Background: an optimization exercise with open tools, aiming at small area. Do not read the settings as production practice.
The RTL was checked by simulation tests, not by an equivalence proof against the original design.
No driver is modelled on the clock port, so clocking that relies on it looks cheaper here than on a real chip.
Power and IR drop assume default switching activity.

run a:
## coef_bank_loader
module coef_bank_loader
#(
  parameter int COEF_W   = coef_bank_loader_pkg::COEF_W_DEF,
  parameter int NUM_TAPS = coef_bank_loader_pkg::NUM_TAPS_DEF,
  parameter int ADDR_W   = coef_bank_loader_pkg::ADDR_W_DEF
) (
  input  logic              clock,
  input  logic              reset_n,
  input  logic              start,
  input  logic              abort,
  input  logic              sample_tick,
  input  logic              fifo_empty,
  output logic              fifo_read,
  input  logic [COEF_W-1:0] fifo_readdata,
  input  logic [ADDR_W-1:0] coef_rd_addr,
  output logic [COEF_W-1:0] coef_rd_data,
  output logic              busy,
  output logic              swap_pending,
  output logic              bank_sel,
  output logic              load_done
);
==> flow/config.mk <==
export PLATFORM = sky130hd
export DESIGN_NAME = coef_bank_loader
export DESIGN_NICKNAME = coef_bank_loader
export VERILOG_FILES = /design/flow/design.v
export SDC_FILE = /design/flow/constraint.sdc
export NUM_CORES = 4
export LEC_CHECK = 0
export CAP_MARGIN = 20
export CORE_MARGIN = 2
export CORE_UTILIZATION = 65
export SLEW_MARGIN = 20
export SYNTH_HIERARCHICAL = 1
export SYNTH_MEMORY_MAX_BITS = 8192
==> flow/constraint.sdc <==
create_clock -name core_clock -period 10.0 [get_ports {clock}]
set_input_delay 2.0000 -clock core_clock [delete_from_list [all_inputs] [get_ports {clock}]]
set_output_delay 2.0000 -clock core_clock [all_outputs]
set_load 0.01 [all_outputs]
standard.sh (not shown) runs the stock make flow with config.mk's settings and CLKGATE_MAP_FILE= SYNTH_SCRIPT=/design/flow/synth_recipe.tcl, a recipe that flattens the netlist after the stock synthesis.
==> flow/flow/run.sh <==
#!/bin/bash
set -euo pipefail
HERE=$(pwd)
PORTS="BUFFER_PORTS_ARGS=-inputs -outputs -buffer_cell sky130_fd_sc_hd__buf_1"
bash standard.sh "$PORTS" synth floorplan place > make_place.log 2>&1
export RDIR=$HERE/orfs/results/$FLOW_PLATFORM/coef_bank_loader/base
BASE="-sink_clustering_enable -repair_clock_nets -dont_use_dummy_load -buf_list sky130_fd_sc_hd__clkbuf_16"
PICK="-sink_clustering_size 30 -sink_clustering_max_diameter 60"
BEST=""
CANDS=""
for n in 28 30 32 34 36 38 40; do for d in 50 60 70 80 90 100; do CANDS="$CANDS $n:$d"; done; done
trial() {
  local n=${1%:*} d=${1#*:}
  CTS_TRY="$BASE -sink_clustering_size $n -sink_clustering_max_diameter $d" \
    openroad -no_init -exit flow/cts_pick.tcl > cts_trial_${n}_${d}.log 2>&1 || true
}
export -f trial
export BASE
printf '%s\n' $CANDS | xargs -P "${NUM_CORES:-4}" -I{} bash -c 'trial {}' || true
for c in $CANDS; do
  n=${c%:*}; d=${c#*:}
  R=$(awk '/^CTS_TRIAL/ {print $3, $5}' cts_trial_${n}_${d}.log 2>/dev/null || true)
  [[ -n "$R" ]] || continue
  AREA=${R% *}; SLEW=${R#* }
  if awk -v s="$SLEW" 'BEGIN {exit !(s <= 0.111)}'; then
    if [[ -z "$BEST" ]] || awk -v a="$AREA" -v b="$BEST" 'BEGIN {exit !(a < b)}'; then
      BEST=$AREA; PICK="-sink_clustering_size $n -sink_clustering_max_diameter $d"
    fi
  fi
done
echo "picked: $PICK (area $BEST)" > cts_pick.txt
bash standard.sh "$PORTS" "CTS_ARGS=$BASE $PICK" finish > make_finish.log 2>&1
==> flow/flow/cts_pick.tcl <==
# Trial clock tree on the placed design: prints the clock buffers' area and the worst
# flip-flop clock-pin slew (placement parasitics). Reads CTS_TRY (the CTS arguments).
set P $::env(FLOW_HOME)/platforms/$::env(FLOW_PLATFORM)
set R $::env(RDIR)
read_lef $P/lef/sky130_fd_sc_hd.tlef
read_lef $P/lef/sky130_fd_sc_hd_merged.lef
read_liberty $P/lib/sky130_fd_sc_hd__tt_025C_1v80.lib
read_db $R/3_place.odb
read_sdc $R/3_place.sdc
source $P/setRC.tcl
set_dont_use [list sky130_fd_sc_hd__probe_p_8 sky130_fd_sc_hd__probec_p_8 sky130_fd_sc_hd__lpflow_*]
clock_tree_synthesis {*}$::env(CTS_TRY)
estimate_parasitics -placement
set area 0
foreach inst [get_cells *] {
  set m [get_property $inst ref_name]
  if {[string match "*clkbuf*" $m]} {
    set area [expr {$area + [get_property [get_lib_cells */$m] area]}]
  }
}
set worst 0
foreach pin [get_pins -hierarchical */CLK] {
  set s [get_property $pin slew_max]
  if {$s > $worst} { set worst $s }
}
puts "CTS_TRIAL area $area slew $worst"
For run b, these inputs were changed with respect to run a:
# run a
export LEC_CHECK = 0
export CAP_MARGIN = 20
export CORE_MARGIN = 2
export CORE_UTILIZATION = 65
export SLEW_MARGIN = 20
export SYNTH_HIERARCHICAL = 1
export SYNTH_MEMORY_MAX_BITS = 8192
create_clock -name core_clock -period 10.0 [get_ports {clock}]
# run b
export LEC_CHECK = 0
export CAP_MARGIN = 20
export CORE_MARGIN = 2
export CORE_UTILIZATION = 72
export SLEW_MARGIN = 20
export SYNTH_HIERARCHICAL = 1
export SYNTH_MEMORY_MAX_BITS = 8192
create_clock -name core_clock -period 10.0 [get_ports {clock}]
## What came out
Run b reports its end point of the critical path as coef_rd_data[8] while run a reports coef_rd_data[12]. The via count reported for run b is higher than the one for run a. Re post-synthesis xor/xnor area fraction: no difference whatsoever between run a and run b. Of run b and run a, the higher power belongs to run a. Total length of routed wires delta for run b relative to run a: about 1.1% higher. From run a to run b the numbers moved as follows: row count dropped about 5%, total clock buffers created by CTS dropped about 5.5%. Count of non-filler cells in the finished layout on run b is down relative to run a. Comparing run b and run a, the higher total number of nets in the final design is on run a. Looking at run b and run a, the multi-input gate area in the final layout is a wash. In terms of number of enable flip-flop cells after synthesis, run b and run a differ only marginally.

coef_bank_loader, a different RTL version from the one above (not shown whole).
Size: ~10,000 cells after synthesis, roughly 4,100 flip-flops, roughly 120,000 um^2 of cells after synthesis.
==> flow/config.mk <==
export PLATFORM = sky130hd
export DESIGN_NAME = coef_bank_loader
export DESIGN_NICKNAME = coef_bank_loader
export VERILOG_FILES = /design/flow/design.v
export SDC_FILE = /design/flow/constraint.sdc
export NUM_CORES = 4
export LEC_CHECK = 0
export CAP_MARGIN = 5
export CORE_MARGIN = 2
export CORE_UTILIZATION = 65
export SLEW_MARGIN = 5
export SYNTH_HIERARCHICAL = 1
export SYNTH_MEMORY_MAX_BITS = 8192
==> flow/constraint.sdc <==
create_clock -name core_clock -period 10.0 [get_ports {clock}]
set_input_delay 2.0000 -clock core_clock [delete_from_list [all_inputs] [get_ports {clock}]]
set_output_delay 2.0000 -clock core_clock [all_outputs]
set_load 0.01 [all_outputs]
==> flow/flow/run.sh <==
#!/bin/bash
set -euo pipefail
HERE=$(pwd)
bash standard.sh synth floorplan place > make_place.log 2>&1
export RDIR=$HERE/orfs/results/$FLOW_PLATFORM/coef_bank_loader/base
BASE="-sink_clustering_enable -repair_clock_nets -dont_use_dummy_load -buf_list sky130_fd_sc_hd__clkbuf_16"
PICK="-sink_clustering_size 30 -sink_clustering_max_diameter 60"
BEST=""
CANDS=""
for n in 28 30 32 34 36 38 40; do for d in 50 60 70 80 90 100; do CANDS="$CANDS $n:$d"; done; done
trial() {
  local n=${1%:*} d=${1#*:}
  CTS_TRY="$BASE -sink_clustering_size $n -sink_clustering_max_diameter $d" \
    openroad -no_init -exit flow/cts_pick.tcl > cts_trial_${n}_${d}.log 2>&1 || true
}
export -f trial
export BASE
printf '%s\n' $CANDS | xargs -P "${NUM_CORES:-4}" -I{} bash -c 'trial {}' || true
for c in $CANDS; do
  n=${c%:*}; d=${c#*:}
  R=$(awk '/^CTS_TRIAL/ {print $3, $5}' cts_trial_${n}_${d}.log 2>/dev/null || true)
  [[ -n "$R" ]] || continue
  AREA=${R% *}; SLEW=${R#* }
  if awk -v s="$SLEW" 'BEGIN {exit !(s <= 0.111)}'; then
    if [[ -z "$BEST" ]] || awk -v a="$AREA" -v b="$BEST" 'BEGIN {exit !(a < b)}'; then
      BEST=$AREA; PICK="-sink_clustering_size $n -sink_clustering_max_diameter $d"
    fi
  fi
done
echo "picked: $PICK (area $BEST)" > cts_pick.txt
bash standard.sh "CTS_ARGS=$BASE $PICK" finish > make_finish.log 2>&1
Scripts as last shown in full above: flow/flow/cts_pick.tcl
The first run passed the timing, DRC and antenna checks.
Rerun with:
- CAP_MARGIN: 5 -> 20
- SLEW_MARGIN: 5 -> 20
Wire length hardly moves.
Die area does not change.
Worst setup slack improves by 150 ps.
Total power barely changes.
Clock power is about the same.
Non-clock buffer count does not change.
Combinational power hardly moves.
Sequential cell count stays the same.
Global-route usage stays flat.
Register-to-register slack barely changes.
Core utilization is about the same.

## separate check: timing with driven ports
In the flow no input, the clock included, has a driving cell. The finished layouts below were timed again as built, in two steps. Step 1 sets driving cells, clkbuf_16 on the clock port and buf_2 on the other inputs (assumed; they add their load-dependent delay and slew). Step 2 moves the port delays by t, midway between the first and last clock arrival at a register: inputs arrive t later, outputs are due t later. That takes back most of the time a late clock gives input paths. Slacks: ideal / step 1 / step 2; pairs: ideal / step 1.
run | t (ns) | slack for setup (ns) | worst register clock-pin slew, ns | worst data-port slew with drivers (ns)
run a | 0.947 | 1.965 / 1.876 / 2.822 | 0.11 / 0.11 | 0.13
run b | 0.942 | 1.698 / 1.598 / 2.540 | 0.12 / 0.12 | 0.12
the first run of note 2 | 0.942 | 1.493 / 1.397 / 2.339 | 0.12 / 0.12 | 0.11
the second run of note 2 | 0.945 | 1.638 / 1.543 / 2.488 | 0.12 / 0.12 | 0.11
After both steps every run listed still meets setup and hold.
